Context: an optimization exercise on an open-source flow, tuned for small area, a short achievable clock period and few clock cycles per item. The choices shown serve that exercise and are no tape-out recipe.
No run shown here included a check of the RTL's function; only the layout flow was run.
No activity file was given, so power comes from the tool's default toggle rates.

## config.mk

```make
export PLATFORM = sky130hd
export DESIGN_NAME = hierarchical_bitmap_find_first
export DESIGN_NICKNAME = hierarchical_bitmap_find_first
export VERILOG_FILES = /design/flow/design.v
export SDC_FILE = /design/flow/constraint.sdc
export NUM_CORES = 4
export LEC_CHECK = 0
export CAP_MARGIN = 20
export CORE_MARGIN = 2
export CORE_UTILIZATION = 45
export GPL_TIMING_DRIVEN = 1
export PLACE_DENSITY = 0.6
export SETUP_SLACK_MARGIN = 5
export SLEW_MARGIN = 20
export SYNTH_MEMORY_MAX_BITS = 8192
```

## constraint.sdc

```tcl
create_clock -name core_clock -period 10.0 [get_ports {clk}]
set_input_delay 2.0000 -clock core_clock [delete_from_list [all_inputs] [get_ports {clk}]]
set_output_delay 2.0000 -clock core_clock [all_outputs]
set_load 0.01 [all_outputs]
```

## design.v

```verilog
`timescale 1ns / 1ps
`default_nettype none
package hbff_pkg;
  localparam logic [2:0] OP_GET  = 3'd0;
  localparam logic [2:0] OP_SET  = 3'd1;
  localparam logic [2:0] OP_FIND = 3'd2;
  localparam logic [2:0] OP_POP  = 3'd3;
  localparam logic [2:0] OP_FILL = 3'd4;
  function automatic logic [15:0] low16(input logic [15:0] w);
    logic [15:0] r;
    for (int i = 0; i < 16; i++) r[i] = w[i] & ~(|(w & ((16'd1 << i) - 16'd1)));
    low16 = r;
  endfunction
  function automatic logic [3:0] enc16(input logic [15:0] oh);
    logic [3:0] r;
    r = '0;
    for (int i = 0; i < 16; i++) if (oh[i]) r = r | i[3:0];
    enc16 = r;
  endfunction
endpackage
`default_nettype wire
`timescale 1ns / 1ps
`default_nettype none
module hbff_group (
  input  logic         clk,
  input  logic         all,        
  input  logic         d,          
  input  logic         gsel_w,     
  input  logic [15:0]  wrow,       
  input  logic [15:0]  wcol,       
  input  logic [15:0]  rrow,       
  input  logic [15:0]  rcol,       
  input  logic [15:0]  ja,         
  input  logic [15:0]  jb,         
  output logic         nz_any,     
  output logic         nz_two,     
  output logic [15:0]  lw1,        
  output logic [15:0]  lw2,        
  output logic [15:0]  wa,         
  output logic [15:0]  wb,         
  output logic         rbit        
);
  logic [255:0] q;
  logic [15:0] nz, lwm, rw;
  logic [15:0] row_en;
  always_comb begin
    for (int j = 0; j < 16; j++) row_en[j] = all | (gsel_w & wrow[j]);
  end
  always_ff @(posedge clk) begin
    for (int j = 0; j < 16; j++)
      for (int c = 0; c < 16; c++)
        if (row_en[j] & (all | wcol[c])) q[j*16 + c] <= d;
  end
  always_comb begin
    for (int j = 0; j < 16; j++) nz[j] = |q[j*16 +: 16];
    nz_any = |nz;
    lw1    = hbff_pkg::low16(nz);
    lwm    = nz & ~lw1;
    lw2    = hbff_pkg::low16(lwm);
    nz_two = |lwm;
    wa = '0;
    wb = '0;
    for (int j = 0; j < 16; j++) begin
      wa = wa | ({16{ja[j]}} & q[j*16 +: 16]);
      wb = wb | ({16{jb[j]}} & q[j*16 +: 16]);
      rw[j] = |(rcol & q[j*16 +: 16]);
    end
    rbit = |(rrow & rw);
  end
endmodule
module hbff_ram (
  input  logic          clk,
  input  logic          clr,        
  input  logic          fill,       
  input  logic          fill_value,
  input  logic          we,         
  input  logic [11:0]   wr_index,
  input  logic          wr_value,
  input  logic [11:0]   rd_index,
  output logic          rd_bit,
  input  logic [15:0]   ja,
  input  logic [15:0]   jb,
  output logic [15:0]   nz_any,
  output logic [15:0]   nz_two,
  output logic [255:0]   lw1,
  output logic [255:0]   lw2,
  output logic [255:0]   wa,
  output logic [255:0]   wb
);
  logic        all, d;
  logic [15:0] gsel_w, wrow, wcol, gsel_r, rrow, rcol, rbit;
  assign all = clr | fill;
  assign d   = ~clr & (fill ? fill_value : wr_value);
  always_comb begin
    for (int i = 0; i < 16; i++) begin
      gsel_w[i] = we & (wr_index[11:8] == i[3:0]);
      wrow[i]   = (wr_index[7:4] == i[3:0]);
      wcol[i]   = (wr_index[3:0] == i[3:0]);
      gsel_r[i] = (rd_index[11:8] == i[3:0]);
      rrow[i]   = (rd_index[7:4] == i[3:0]);
      rcol[i]   = (rd_index[3:0] == i[3:0]);
    end
  end
  for (genvar g = 0; g < 16; g++) begin : grp
    hbff_group u_group (
      .clk    (clk),
      .all    (all),
      .d      (d),
      .gsel_w (gsel_w[g]),
      .wrow   (wrow),
      .wcol   (wcol),
      .rrow   (rrow),
      .rcol   (rcol),
      .ja     (ja),
      .jb     (jb),
      .nz_any (nz_any[g]),
      .nz_two (nz_two[g]),
      .lw1    (lw1[g*16 +: 16]),
      .lw2    (lw2[g*16 +: 16]),
      .wa     (wa[g*16 +: 16]),
      .wb     (wb[g*16 +: 16]),
      .rbit   (rbit[g])
    );
  end
  assign rd_bit = |(gsel_r & rbit);
endmodule
`default_nettype wire
`timescale 1ns / 1ps
`default_nettype none
module hbff_ctrl (
  input  logic        clk,
  input  logic        rst,
  input  logic        req_valid,
  output logic        req_ready,
  input  logic [2:0]  req_op,
  input  logic [11:0] req_index,
  input  logic        req_value,
  output logic        rsp_valid,
  input  logic        rsp_ready,
  output logic        rsp_bit_state,
  output logic [11:0] rsp_first_index,
  output logic        rsp_is_empty,
  output logic        clr,
  output logic        fill,
  output logic        fill_value,
  output logic        we,
  output logic [11:0] wr_index,
  output logic        wr_value,
  output logic [11:0] rd_index,
  input  logic        rd_bit,
  input  logic        f1_valid,
  input  logic [11:0] f1_index,
  input  logic        f2_valid,
  input  logic        f2_unknown,
  input  logic [11:0] f2_index,
  output logic        l_empty,
  output logic        l_fill1,
  output logic        l_set1,
  output logic [11:0] l_idx
);
  logic        s0_v;
  logic [2:0]  s0_op;
  logic [11:0] s0_idx;
  logic        s0_val;
  logic        rst_q;
  logic        s1_v;
  logic [2:0]  s1_op;
  logic [11:0] s1_idx;
  logic        s1_val;
  logic        stall, exec, s1_next;
  logic        f1v_q, f2v_q, f2u_q;
  logic [11:0] f1_q, f2_q;
  logic        l_pop, l_set0;
  logic        first_v, first_u;
  logic [11:0] first_i;
  logic        is_get, is_set, is_find, is_pop, is_fill;
  logic [13:0] ex_d;
  logic        q1_v, q2_v;
  logic [13:0] o_d, q1_d, q2_d;
  logic [1:0]  cnt;
  logic [1:0]  cnt_next;
  logic        acc, take, shift;
  always_comb begin
    first_u = 1'b0;
    if (l_empty) begin
      first_v = 1'b0;
      first_i = f1_q;
    end else if (l_fill1) begin
      first_v = 1'b1;
      first_i = '0;
    end else if (l_pop || (l_set0 && f1v_q && l_idx == f1_q)) begin
      first_v = f2v_q;
      first_i = f2_q;
      first_u = f2u_q;
    end else if (l_set1 && (!f1v_q || l_idx < f1_q)) begin
      first_v = 1'b1;
      first_i = l_idx;
    end else begin
      first_v = f1v_q;
      first_i = f1_q;
    end
  end
  assign is_get  = (s0_op == hbff_pkg::OP_GET);
  assign is_set  = (s0_op == hbff_pkg::OP_SET);
  assign is_find = (s0_op == hbff_pkg::OP_FIND);
  assign is_pop  = (s0_op == hbff_pkg::OP_POP);
  assign is_fill = (s0_op == hbff_pkg::OP_FILL);
  assign stall      = s0_v & (is_find | is_pop) & first_u;
  assign exec       = s0_v & ~stall;
  assign clr        = rst_q;
  assign fill       = exec & is_fill;
  assign fill_value = s0_val;
  assign we         = exec & (is_set | (is_pop & first_v));
  assign wr_index   = is_pop ? first_i : s0_idx;
  assign wr_value   = is_set & s0_val;
  assign rd_index   = s0_idx;
  assign ex_d = {is_get & rd_bit,
                 ((is_find | is_pop) & first_v) ? first_i : 12'd0,
                 (is_find | is_pop) & ~first_v};
  always_ff @(posedge clk) begin
    rst_q <= rst;
    if (rst) begin
      s0_v <= 1'b0;
      s1_v <= 1'b0;
    end else if (!stall) begin
      if (s1_v) begin
        s0_v   <= 1'b1;
        s0_op  <= s1_op;
        s0_idx <= s1_idx;
        s0_val <= s1_val;
      end else begin
        s0_v   <= acc;
        s0_op  <= req_op;
        s0_idx <= req_index;
        s0_val <= req_value;
      end
      s1_v <= 1'b0;
    end else begin
      s1_v   <= s1_next;
      s1_op  <= req_op;
      s1_idx <= req_index;
      s1_val <= req_value;
    end
    f1v_q   <= f1_valid;
    f1_q    <= f1_index;
    f2v_q   <= f2_valid;
    f2u_q   <= f2_unknown;
    f2_q    <= f2_index;
    l_empty <= rst_q | (exec & is_fill & ~s0_val);
    l_fill1 <= exec & is_fill & s0_val;
    l_pop   <= exec & is_pop;
    l_set0  <= exec & is_set & ~s0_val;
    l_set1  <= exec & is_set & s0_val;
    l_idx   <= s0_idx;
  end
  assign acc   = req_valid & req_ready;
  assign take  = rsp_valid & rsp_ready;
  assign shift = ~rsp_valid | rsp_ready;
  assign cnt_next = cnt + {1'b0, acc} - {1'b0, take};
  assign s1_next  = stall & (s1_v | acc);
  always_ff @(posedge clk) begin
    if (rst) begin
      rsp_valid <= 1'b0;
      q1_v      <= 1'b0;
      q2_v      <= 1'b0;
      cnt       <= 2'd0;
      req_ready <= 1'b1;
    end else begin
      cnt       <= cnt_next;
      req_ready <= (cnt_next != 2'd3) & ~s1_next;
      if (shift) begin
        if (q1_v) begin
          rsp_valid <= 1'b1;
          o_d       <= q1_d;
          if (q2_v) begin
            q1_v <= 1'b1;
            q1_d <= q2_d;
            q2_v <= exec;
            q2_d <= ex_d;
          end else begin
            q1_v <= exec;
            q1_d <= ex_d;
          end
        end else begin
          rsp_valid <= exec;
          o_d       <= ex_d;
        end
      end else if (!q1_v) begin
        q1_v <= exec;
        q1_d <= ex_d;
      end else if (!q2_v) begin
        q2_v <= exec;
        q2_d <= ex_d;
      end
    end
  end
  assign {rsp_bit_state, rsp_first_index, rsp_is_empty} = o_d;
endmodule
`default_nettype wire
`timescale 1ns / 1ps
`default_nettype none
module hbff_dp (
  input  logic          clk,
  input  logic [15:0]   nz_any,
  input  logic [15:0]   nz_two,
  input  logic [255:0]   lw1,
  input  logic [255:0]   lw2,
  input  logic [255:0]   wa,
  input  logic [255:0]   wb,
  output logic [15:0]   ja,
  output logic [15:0]   jb,
  input  logic          l_empty,    
  input  logic          l_fill1,    
  input  logic          l_set1,     
  input  logic [11:0]   l_idx,
  output logic          f1_valid,
  output logic [11:0]   f1_index,
  output logic          f2_valid,
  output logic          f2_unknown,
  output logic [11:0]   f2_index
);
  logic [15:0]  gnz, g_has2;
  logic [15:0]  gh1, gh2;
  logic         g1_has2;
  logic [15:0]  j1, j2a, j2b;
  assign gnz    = nz_any;
  assign g_has2 = nz_two;
  always_comb begin
    gh1 = hbff_pkg::low16(gnz);
    gh2 = hbff_pkg::low16(gnz & ~gh1);
    g1_has2 = |(gh1 & g_has2);
    j1  = '0;
    j2a = '0;
    j2b = '0;
    for (int g = 0; g < 16; g++) begin
      j1  = j1  | ({16{gh1[g]}} & lw1[g*16 +: 16]);
      j2a = j2a | ({16{gh1[g]}} & lw2[g*16 +: 16]);
      j2b = j2b | ({16{gh2[g]}} & lw1[g*16 +: 16]);
    end
  end
  logic        w1v, w2v;
  logic [15:0] g1q, j1q, g2q, j2q;
  always_ff @(posedge clk) begin
    w1v <= |gnz;
    g1q <= gh1;
    j1q <= j1;
    w2v <= g1_has2 | (|gh2);
    g2q <= g1_has2 ? gh1 : gh2;
    j2q <= g1_has2 ? j2a : j2b;
  end
  logic [15:0] a, b, la, lb, am, bm;
  logic [3:0]  fa, sa, fb, sb;
  logic [7:0]  w1b, w2b, iw;
  logic        a1, a2, b1, b2;
  logic        ins, ins_lo, ins_mid;
  assign ja = j1q;
  assign jb = j2q;
  always_comb begin
    a = '0;
    b = '0;
    for (int g = 0; g < 16; g++) begin
      a = a | ({16{g1q[g]}} & wa[g*16 +: 16]);
      b = b | ({16{g2q[g]}} & wb[g*16 +: 16]);
    end
    w1b = {hbff_pkg::enc16(g1q), hbff_pkg::enc16(j1q)};
    w2b = {hbff_pkg::enc16(g2q), hbff_pkg::enc16(j2q)};
    la = hbff_pkg::low16(a);
    lb = hbff_pkg::low16(b);
    am = a & ~la;
    bm = b & ~lb;
    fa = hbff_pkg::enc16(la);
    fb = hbff_pkg::enc16(lb);
    sa = hbff_pkg::enc16(hbff_pkg::low16(am));
    sb = hbff_pkg::enc16(hbff_pkg::low16(bm));
    a1 = |a;
    a2 = |am;
    b1 = |b;
    b2 = |bm;
    iw      = l_idx[11:4];
    ins     = l_set1 & ~(w1v & (iw == w1b)) & ~(w2v & (iw == w2b));
    ins_lo  = ins & (~w1v | (iw < w1b));
    ins_mid = ins & w1v & (iw > w1b) & (~w2v | (iw < w2b));
    f2_unknown = 1'b0;
    if (l_empty) begin
      f1_valid = 1'b0;
      f1_index = '0;
      f2_valid = 1'b0;
      f2_index = '0;
    end else if (l_fill1) begin
      f1_valid = 1'b1;
      f1_index = 12'd0;
      f2_valid = 1'b1;
      f2_index = 12'd1;
    end else if (ins_lo) begin
      f1_valid = 1'b1;
      f1_index = l_idx;
      f2_valid = a1;
      f2_index = {w1b, fa};
    end else if (ins_mid) begin
      f1_valid = 1'b1;
      f1_index = {w1b, fa};
      f2_valid = 1'b1;
      f2_index = a2 ? {w1b, sa} : l_idx;
    end else if (a1) begin
      f1_valid = 1'b1;
      f1_index = {w1b, fa};
      f2_valid = a2 | b1;
      f2_index = a2 ? {w1b, sa} : {w2b, fb};
      f2_unknown = ~a2 & ~b1 & w2v;
    end else begin
      f1_valid = b1;
      f1_index = {w2b, fb};
      f2_valid = b2;
      f2_index = {w2b, sb};
      f2_unknown = b1 & ~b2;
    end
  end
endmodule
`default_nettype wire
`timescale 1ns / 1ps
`default_nettype none
module hierarchical_bitmap_find_first (
  input  logic        clk,
  input  logic        rst,
  input  logic        req_valid,
  output logic        req_ready,
  input  logic [2:0]  req_op,
  input  logic [11:0] req_index,
  input  logic        req_value,
  output logic        rsp_valid,
  input  logic        rsp_ready,
  output logic        rsp_bit_state,
  output logic [11:0] rsp_first_index,
  output logic        rsp_is_empty
);
  logic          clr, fill, fill_value, we, wr_value, rd_bit;
  logic [11:0]   wr_index, rd_index;
  logic [15:0]   ja, jb, nz_any, nz_two;
  logic [255:0]   lw1;
  logic [255:0]   lw2;
  logic [255:0]   wa;
  logic [255:0]   wb;
  logic          f1_valid, f2_valid, f2_unknown;
  logic          l_empty, l_fill1, l_set1;
  logic [11:0]   l_idx;
  logic [11:0]   f1_index, f2_index;
  hbff_ctrl u_ctrl (
    .clk             (clk),
    .rst             (rst),
    .req_valid       (req_valid),
    .req_ready       (req_ready),
    .req_op          (req_op),
    .req_index       (req_index),
    .req_value       (req_value),
    .rsp_valid       (rsp_valid),
    .rsp_ready       (rsp_ready),
    .rsp_bit_state   (rsp_bit_state),
    .rsp_first_index (rsp_first_index),
    .rsp_is_empty    (rsp_is_empty),
    .clr             (clr),
    .fill            (fill),
    .fill_value      (fill_value),
    .we              (we),
    .wr_index        (wr_index),
    .wr_value        (wr_value),
    .rd_index        (rd_index),
    .rd_bit          (rd_bit),
    .f1_valid        (f1_valid),
    .f1_index        (f1_index),
    .f2_valid        (f2_valid),
    .f2_unknown      (f2_unknown),
    .f2_index        (f2_index),
    .l_empty         (l_empty),
    .l_fill1         (l_fill1),
    .l_set1          (l_set1),
    .l_idx           (l_idx)
  );
  hbff_ram u_ram (
    .clk        (clk),
    .clr        (clr),
    .fill       (fill),
    .fill_value (fill_value),
    .we         (we),
    .wr_index   (wr_index),
    .wr_value   (wr_value),
    .rd_index   (rd_index),
    .rd_bit     (rd_bit),
    .ja         (ja),
    .jb         (jb),
    .nz_any     (nz_any),
    .nz_two     (nz_two),
    .lw1        (lw1),
    .lw2        (lw2),
    .wa         (wa),
    .wb         (wb)
  );
  hbff_dp u_dp (
    .clk        (clk),
    .nz_any     (nz_any),
    .nz_two     (nz_two),
    .lw1        (lw1),
    .lw2        (lw2),
    .wa         (wa),
    .wb         (wb),
    .ja         (ja),
    .jb         (jb),
    .l_empty    (l_empty),
    .l_fill1    (l_fill1),
    .l_set1     (l_set1),
    .l_idx      (l_idx),
    .f2_unknown (f2_unknown),
    .f1_valid (f1_valid),
    .f1_index (f1_index),
    .f2_valid (f2_valid),
    .f2_index (f2_index)
  );
endmodule
`default_nettype wire
```

## run.sh

```bash
#!/bin/bash
# synth_recipe.tcl (not shown) runs the flow's synth.tcl, then flattens the netlist and writes it again
# the make line also repeats each setting of config.mk as NAME=value (left out here)
make -C /OpenROAD-flow-scripts/flow DESIGN_CONFIG=/design/flow/config.mk WORK_HOME=/design/flow/orfs CLKGATE_MAP_FILE= SYNTH_SCRIPT=/design/flow/synth_recipe.tcl finish
```

==> results.cfg, run 1 <==
[status]
status = aborted with a tool error
stop_stage = global routing (5_1_grt)
tool.error = [ERROR GRT-0116] Global routing finished with congestion. Check the congestion regions in the DRC Viewer.

[place]
gp_congestion = 1.39
hpwl_um = 1770000
portBuffers = 35
pre_cts_ws_ps = 1720

[synthesis]
synth_top_area_share_pct = 50.2
ys_seq_area_share_pct = 51.1
syn_inst = 23503
synth-warning-count = 4
synthMuxAreaShare_pct = 0.264
synth_simple_gate_area_share_pct = 9.95
ys_types = 95
syn_nets = 23553
synth-xor-area-share_pct = 0.428
synth_area_per_cell_um2 = 10.6
synthArstFlopShare_pct = 0
synth_area_leaders = edfxtp_1, a221oi_1, a22o_1
syn-cell-area_um2 = 250000
synth_compound_area_share_pct = 33.5
synth_top_flop_cell = edfxtp_1
synth_edf_count = 4170
synth-seq-cells = 4289
synthAdderAreaFrac_pct = 0.327
synth_top_family_by_area = compound AO/OA/AOI/OAI gates
yosys.area.top_type = edfxtp_1

[floorplanning]
num_rows = 273
die_y_um = 749
ios = 36
fp.dieW_um = 749
initial_core_util_pct = 45.1

[global_routing]
grt_pass1_vias = 343195
grt_overflow = 11435
grt_use_total_pct = 98.6
grt_max_degree = 256
grt_pass1_wl_um = 3810000

[clock_network]
clk_path_buf_depth = 4
ctsRootBufferMaster = clkbuf_16
cts_made_buffers = 473
cts.sinks = 4289
htree_num_levels = 5
metal layers:
layer	GRT usage, %	overflow
met1	98.2	2041
met2	102	4301
met3	96.7	2301
met4	97.8	2521
met5	90.8	271
power by group through the flow:
stage | Clock (mW) | Sequential [mW] | Combinational [mW]
2_1_floorplan | 0 | 22.0 | 1.61
3_3_place_gp | 0 | 22.7 | 3.23
3_5_place_dp | 0 | 22.7 | 3.29
4_1_cts | 18.6 | 22.4 | 3.73
cell usage after synthesis (43+ instances only):
cell type	instances
a211oi_1	50
a21oi_1	168
a221oi_1	2728
a22o_1	2724
a22oi_1	987
a31oi_1	273
and2_1	45
and3_1	253
and4_1	160
buf_1	423
buf_2	217
clkbuf_1	2155
dfxtp_1	119
edfxtp_1	4170
inv_1	61
maj3_1	44
nand2_1	719
nand2b_1	56
nand3_1	216
nand4_1	901
nor2_1	467
nor3_1	166
nor4_1	1160
o211ai_1	43
o21ai_0	4273
o22ai_1	69
xnor2_1	89
per-stage QoR:
step | area, um^2 | std cells | utilization (%)
2_1_floorplan | 250000 | 23503 | -
3_3_place_gp | 263000 | 29397 | 47.6
3_5_place_dp | 264000 | 29423 | 47.7
4_1_cts | 302000 | 31382 | 54.7
what timing repair did:
action | in CTS
pin swaps | 484
cloned | 97
buffers inserted | 977
gates resized for setup | 2046
hold endpoints to repair | 0
hold buffers | 0
setup endpoints to repair | 4190
worst max-delay path by stage:
stage	slack, ps	cells after the start	to	startpoint
global placement	1590	15	u_dp.j2q[14]	u_ram.grp[2].u_group.q[43]
floorplan	-58190	2	u_ram.grp[0].u_group.q[0]	u_ctrl.s0_op[2]
CTS	4140	16	u_ctrl.f2_q[0]	u_dp.j2q[9]
detailed placement	1720	15	u_dp.j2q[14]	u_ram.grp[2].u_group.q[43]
cell families after synthesis:
group           Yosys count
compound gates        11692
simple gates           4401
flops                  4289
buf+inv                2869
xor+xnor                122
fa+ha+maj                74
mux                      56
==> inputs of run 2 (changes only) <==
--- a/design.v
+++ b/design.v
@@ -28,8 +28,6 @@
   input  logic         gsel_w,     
   input  logic [15:0]  wrow,       
   input  logic [15:0]  wcol,       
-  input  logic [15:0]  rrow,       
-  input  logic [15:0]  rcol,       
   input  logic [15:0]  ja,         
   input  logic [15:0]  jb,         
   output logic         nz_any,     
@@ -37,11 +35,10 @@
   output logic [15:0]  lw1,        
   output logic [15:0]  lw2,        
   output logic [15:0]  wa,         
-  output logic [15:0]  wb,         
-  output logic         rbit        
+  output logic [15:0]  wb          
 );
   logic [255:0] q;
-  logic [15:0] nz, lwm, rw;
+  logic [15:0] nz, lwm;
   logic [15:0] row_en;
   always_comb begin
     for (int j = 0; j < 16; j++) row_en[j] = all | (gsel_w & wrow[j]);
@@ -63,9 +60,7 @@
     for (int j = 0; j < 16; j++) begin
       wa = wa | ({16{ja[j]}} & q[j*16 +: 16]);
       wb = wb | ({16{jb[j]}} & q[j*16 +: 16]);
-      rw[j] = |(rcol & q[j*16 +: 16]);
     end
-    rbit = |(rrow & rw);
   end
 endmodule
 module hbff_ram (
@@ -76,8 +71,6 @@
   input  logic          we,         
   input  logic [11:0]   wr_index,
   input  logic          wr_value,
-  input  logic [11:0]   rd_index,
-  output logic          rd_bit,
   input  logic [15:0]   ja,
   input  logic [15:0]   jb,
   output logic [15:0]   nz_any,
@@ -88,7 +81,7 @@
   output logic [255:0]   wb
 );
   logic        all, d;
-  logic [15:0] gsel_w, wrow, wcol, gsel_r, rrow, rcol, rbit;
+  logic [15:0] gsel_w, wrow, wcol;
   assign all = clr | fill;
   assign d   = ~clr & (fill ? fill_value : wr_value);
   always_comb begin
@@ -96,9 +89,6 @@
       gsel_w[i] = we & (wr_index[11:8] == i[3:0]);
       wrow[i]   = (wr_index[7:4] == i[3:0]);
       wcol[i]   = (wr_index[3:0] == i[3:0]);
-      gsel_r[i] = (rd_index[11:8] == i[3:0]);
-      rrow[i]   = (rd_index[7:4] == i[3:0]);
-      rcol[i]   = (rd_index[3:0] == i[3:0]);
     end
   end
   for (genvar g = 0; g < 16; g++) begin : grp
@@ -109,8 +99,6 @@
       .gsel_w (gsel_w[g]),
       .wrow   (wrow),
       .wcol   (wcol),
-      .rrow   (rrow),
-      .rcol   (rcol),
       .ja     (ja),
       .jb     (jb),
       .nz_any (nz_any[g]),
@@ -118,11 +106,9 @@
       .lw1    (lw1[g*16 +: 16]),
       .lw2    (lw2[g*16 +: 16]),
       .wa     (wa[g*16 +: 16]),
-      .wb     (wb[g*16 +: 16]),
-      .rbit   (rbit[g])
+      .wb     (wb[g*16 +: 16])
     );
   end
-  assign rd_bit = |(gsel_r & rbit);
 endmodule
 `default_nettype wire
 `timescale 1ns / 1ps
@@ -147,7 +133,8 @@
   output logic [11:0] wr_index,
   output logic        wr_value,
   output logic [11:0] rd_index,
-  input  logic        rd_bit,
+  output logic        freeze,
+  input  logic [15:0] rd_word,
   input  logic        f1_valid,
   input  logic [11:0] f1_index,
   input  logic        f2_valid,
@@ -174,12 +161,16 @@
   logic        first_v, first_u;
   logic [11:0] first_i;
   logic        is_get, is_set, is_find, is_pop, is_fill;
-  logic [13:0] ex_d;
-  logic        q1_v, q2_v;
-  logic [13:0] o_d, q1_d, q2_d;
-  logic [1:0]  cnt;
-  logic [1:0]  cnt_next;
-  logic        acc, take, shift;
+  logic        r1_v, r1_get, r1_e;
+  logic [3:0]  r1_gs;
+  logic [11:0] r1_f;
+  logic [15:0] r1_g;
+  logic [13:0] in_d;
+  logic [13:0] qd [4];
+  logic [13:0] qd_next [4];
+  logic [2:0]  qn, qn_next;
+  logic [2:0]  cnt, cnt_next;
+  logic        acc, take;
   always_comb begin
     first_u = 1'b0;
     if (l_empty) begin
@@ -214,9 +205,7 @@
   assign wr_index   = is_pop ? first_i : s0_idx;
   assign wr_value   = is_set & s0_val;
   assign rd_index   = s0_idx;
-  assign ex_d = {is_get & rd_bit,
-                 ((is_find | is_pop) & first_v) ? first_i : 12'd0,
-                 (is_find | is_pop) & ~first_v};
+  assign freeze     = s0_v & is_get;
   always_ff @(posedge clk) begin
     rst_q <= rst;
     if (rst) begin
@@ -241,60 +230,60 @@
       s1_idx <= req_index;
       s1_val <= req_value;
     end
-    f1v_q   <= f1_valid;
-    f1_q    <= f1_index;
-    f2v_q   <= f2_valid;
-    f2u_q   <= f2_unknown;
-    f2_q    <= f2_index;
-    l_empty <= rst_q | (exec & is_fill & ~s0_val);
-    l_fill1 <= exec & is_fill & s0_val;
-    l_pop   <= exec & is_pop;
-    l_set0  <= exec & is_set & ~s0_val;
-    l_set1  <= exec & is_set & s0_val;
-    l_idx   <= s0_idx;
+    if (!freeze) begin
+      f1v_q   <= f1_valid;
+      f1_q    <= f1_index;
+      f2v_q   <= f2_valid;
+      f2u_q   <= f2_unknown;
+      f2_q    <= f2_index;
+      l_empty <= rst_q | (exec & is_fill & ~s0_val);
+      l_fill1 <= exec & is_fill & s0_val;
+      l_pop   <= exec & is_pop;
+      l_set0  <= exec & is_set & ~s0_val;
+      l_set1  <= exec & is_set & s0_val;
+      l_idx   <= s0_idx;
+    end
   end
   assign acc   = req_valid & req_ready;
   assign take  = rsp_valid & rsp_ready;
-  assign shift = ~rsp_valid | rsp_ready;
-  assign cnt_next = cnt + {1'b0, acc} - {1'b0, take};
+  assign cnt_next = cnt + {2'b0, acc} - {2'b0, take};
   assign s1_next  = stall & (s1_v | acc);
   always_ff @(posedge clk) begin
+    r1_v   <= exec & ~rst;
+    r1_get <= is_get;
+    r1_gs  <= s0_idx[3:0];
+    r1_f   <= ((is_find | is_pop) & first_v) ? first_i : 12'd0;
+    r1_e   <= (is_find | is_pop) & ~first_v;
+    r1_g   <= rd_word;
+  end
+  assign in_d = {r1_get & r1_g[r1_gs], r1_f, r1_e};
+  always_comb begin
+    for (int i = 0; i < 4; i++) begin
+      if (take) begin
+        if (i + 1 < qn) qd_next[i] = qd[i+1];
+        else            qd_next[i] = in_d;
+      end else begin
+        if (i < qn) qd_next[i] = qd[i];
+        else        qd_next[i] = in_d;
+      end
+    end
+    qn_next = qn + {2'b0, r1_v} - {2'b0, take};
+  end
+  always_ff @(posedge clk) begin
     if (rst) begin
       rsp_valid <= 1'b0;
-      q1_v      <= 1'b0;
-      q2_v      <= 1'b0;
-      cnt       <= 2'd0;
+      qn        <= 3'd0;
+      cnt       <= 3'd0;
       req_ready <= 1'b1;
     end else begin
       cnt       <= cnt_next;
-      req_ready <= (cnt_next != 2'd3) & ~s1_next;
-      if (shift) begin
-        if (q1_v) begin
-          rsp_valid <= 1'b1;
-          o_d       <= q1_d;
-          if (q2_v) begin
-            q1_v <= 1'b1;
-            q1_d <= q2_d;
-            q2_v <= exec;
-            q2_d <= ex_d;
-          end else begin
-            q1_v <= exec;
-            q1_d <= ex_d;
-          end
-        end else begin
-          rsp_valid <= exec;
-          o_d       <= ex_d;
-        end
-      end else if (!q1_v) begin
-        q1_v <= exec;
-        q1_d <= ex_d;
-      end else if (!q2_v) begin
-        q2_v <= exec;
-        q2_d <= ex_d;
-      end
+      req_ready <= (cnt_next != 3'd4) & ~s1_next;
+      qn        <= qn_next;
+      rsp_valid <= (qn_next != 3'd0);
     end
+    for (int i = 0; i < 4; i++) qd[i] <= qd_next[i];
   end
-  assign {rsp_bit_state, rsp_first_index, rsp_is_empty} = o_d;
+  assign {rsp_bit_state, rsp_first_index, rsp_is_empty} = qd[0];
 endmodule
 `default_nettype wire
 `timescale 1ns / 1ps
@@ -309,6 +298,9 @@
   input  logic [255:0]   wb,
   output logic [15:0]   ja,
   output logic [15:0]   jb,
+  input  logic          freeze,
+  input  logic [11:0]   rd_index,
+  output logic [15:0]   rd_word,
   input  logic          l_empty,    
   input  logic          l_fill1,    
   input  logic          l_set1,     
@@ -341,25 +333,36 @@
   logic        w1v, w2v;
   logic [15:0] g1q, j1q, g2q, j2q;
   always_ff @(posedge clk) begin
-    w1v <= |gnz;
-    g1q <= gh1;
-    j1q <= j1;
-    w2v <= g1_has2 | (|gh2);
-    g2q <= g1_has2 ? gh1 : gh2;
-    j2q <= g1_has2 ? j2a : j2b;
+    if (!freeze) begin
+      w1v <= |gnz;
+      g1q <= gh1;
+      j1q <= j1;
+      w2v <= g1_has2 | (|gh2);
+      g2q <= g1_has2 ? gh1 : gh2;
+      j2q <= g1_has2 ? j2a : j2b;
+    end
   end
   logic [15:0] a, b, la, lb, am, bm;
   logic [3:0]  fa, sa, fb, sb;
   logic [7:0]  w1b, w2b, iw;
   logic        a1, a2, b1, b2;
   logic        ins, ins_lo, ins_mid;
-  assign ja = j1q;
+  logic [15:0] ga, rg, rj;
+  always_comb begin
+    for (int i = 0; i < 16; i++) begin
+      rg[i] = (rd_index[11:8] == i[3:0]);
+      rj[i] = (rd_index[7:4] == i[3:0]);
+    end
+  end
+  assign ga = freeze ? rg : g1q;
+  assign ja = freeze ? rj : j1q;
   assign jb = j2q;
+  assign rd_word = a;
   always_comb begin
     a = '0;
     b = '0;
     for (int g = 0; g < 16; g++) begin
-      a = a | ({16{g1q[g]}} & wa[g*16 +: 16]);
+      a = a | ({16{ga[g]}} & wa[g*16 +: 16]);
       b = b | ({16{g2q[g]}} & wb[g*16 +: 16]);
     end
     w1b = {hbff_pkg::enc16(g1q), hbff_pkg::enc16(j1q)};
@@ -433,7 +436,9 @@
   output logic [11:0] rsp_first_index,
   output logic        rsp_is_empty
 );
-  logic          clr, fill, fill_value, we, wr_value, rd_bit;
+  logic          clr, fill, fill_value, we, wr_value;
+  logic [15:0]   rd_word;
+  logic          freeze;
   logic [11:0]   wr_index, rd_index;
   logic [15:0]   ja, jb, nz_any, nz_two;
   logic [255:0]   lw1;
@@ -464,7 +469,8 @@
     .wr_index        (wr_index),
     .wr_value        (wr_value),
     .rd_index        (rd_index),
-    .rd_bit          (rd_bit),
+    .freeze          (freeze),
+    .rd_word         (rd_word),
     .f1_valid        (f1_valid),
     .f1_index        (f1_index),
     .f2_valid        (f2_valid),
@@ -483,8 +489,6 @@
     .we         (we),
     .wr_index   (wr_index),
     .wr_value   (wr_value),
-    .rd_index   (rd_index),
-    .rd_bit     (rd_bit),
     .ja         (ja),
     .jb         (jb),
     .nz_any     (nz_any),
@@ -504,6 +508,9 @@
     .wb         (wb),
     .ja         (ja),
     .jb         (jb),
+    .freeze     (freeze),
+    .rd_index   (rd_index),
+    .rd_word    (rd_word),
     .l_empty    (l_empty),
     .l_fill1    (l_fill1),
     .l_set1     (l_set1),
--- a/config.mk
+++ b/config.mk
@@ -7,9 +7,9 @@
 export LEC_CHECK = 0
 export CAP_MARGIN = 20
 export CORE_MARGIN = 2
-export CORE_UTILIZATION = 45
+export CORE_UTILIZATION = 40
 export GPL_TIMING_DRIVEN = 1
-export PLACE_DENSITY = 0.6
+export PLACE_DENSITY = 0.55
 export SETUP_SLACK_MARGIN = 5
 export SLEW_MARGIN = 20
 export SYNTH_MEMORY_MAX_BITS = 8192
==> run 2 against run 1 <==
Effect of this change:
- the run again fails in global routing (5_1_grt)
- synthesized cell count fell by 12%
- synthesized area fell by 8.2%
==> results.cfg, run 2 <==
[clock_network]
clk_path_buf_depth = 4
cts_made_buffers = 473
htree_num_levels = 5
ctsRootBufferMaster = clkbuf_16
cts-hold-fix-buffers = 0
cts.sinks = 4340

[synthesis]
synth_top_area_share_pct = 55.7
synth_most_common_cell = o21ai_0
syn_inst = 20704
synth-warning-count = 6
synth_area_leaders = edfxtp_1, o21ai_0, a221oi_1
synth_edf_count = 4252
ys_types = 102
ys_seq_area_share_pct = 56.5
syn-cell-area_um2 = 229000
synth-seq-cells = 4340
synth_area_per_cell_um2 = 11.1
syn_nets = 20760
synth_top_flop_cell = edfxtp_1
synthArstFlopShare_pct = 0
yosys.area.top_type = edfxtp_1
synth_commonest_cells = o21ai_0, edfxtp_1, clkbuf_1

[status]
tool.error = [ERROR GRT-0232] Routing congestion too high. Check the congestion heatmap in the GUI.
stop_stage = global routing (5_1_grt)
status = aborted with a tool error

[global_routing]
grt_overflow = 1
grt_max_degree = 282
grt_use_total_pct = 75.9

[floorplanning]
die_y_um = 761
fp.dieW_um = 761
ios = 36
num_rows = 277
initial_core_util_pct = 40.2

[place]
portBuffers = 35
gp_congestion = 1.20
hpwl_um = 1390000
## run 2: cell count changes after synthesis, moves of 95 or more
cell / before / now
a22oi_1: 987 / 1161
buf_1: 423 / 255
a221oi_1: 2728 / 1542
and3_1: 253 / 68
clkbuf_1: 2155 / 1754
a31oi_1: 273 / 111
nand2_1: 719 / 818
a22o_1: 2724 / 1531
nand4_1: 901 / 698
o22ai_1: 69 / 164
## run 2: kinds of logic after synthesis
logic type,count (synthesis),synth area share [%]
fa+ha+maj,78,0.387
compound gates,9442,27.7
buf+inv,2447,4.35
simple gates,4176,10.1
flops,4340,56.5
xor+xnor,122,0.466
mux,99,0.510
## run 2: power groups by stage
stage	combinational (mW)	clock, mW	sequential (mW)
after global placement	6.21	0	23.1
after floorplan	2.44	0	22.4
after detailed placement	6.26	0	23.1
after CTS	7.61	18.3	22.7
## run 2: how the worst min path moves through the flow
stage | cells past startpoint | slack, ps | end
2_1_floorplan | 0 | 370 | u_ctrl.r1_gs[0]
3_3_place_gp | 0 | 440 | u_ctrl.r1_gs[1]
3_5_place_dp | 0 | 430 | u_ctrl.r1_gs[2]
4_1_cts | 0 | 460 | u_ctrl.r1_gs[2]
## run 2: layer usage
layer,global-route usage [%],overflow
met1,76.3,1
met2,86.0,0
met3,67.1,0
met4,74.7,0
met5,44.7,0
## run 2: timing repair
action                                  4_1_cts
endpoints found under the setup margin     4201
resized for setup                          9246
cloned                                      623
pin swaps                                  1040
buffers inserted                           1272
hold endpoints to repair                      0
## run 2: through the flow
step | instance area, um^2 | utilization [%] | setup WS [ps] | instances | power, mW
after CTS | 323000 | 56.7 | 3760 | 30381 | 48.6
after detailed placement | 253000 | 44.4 | 1870 | 27600 | 29.3
after global placement | 252000 | 44.3 | 1700 | 27560 | 29.3
after floorplan | 229000 | - | -58140 | 20704 | 24.9
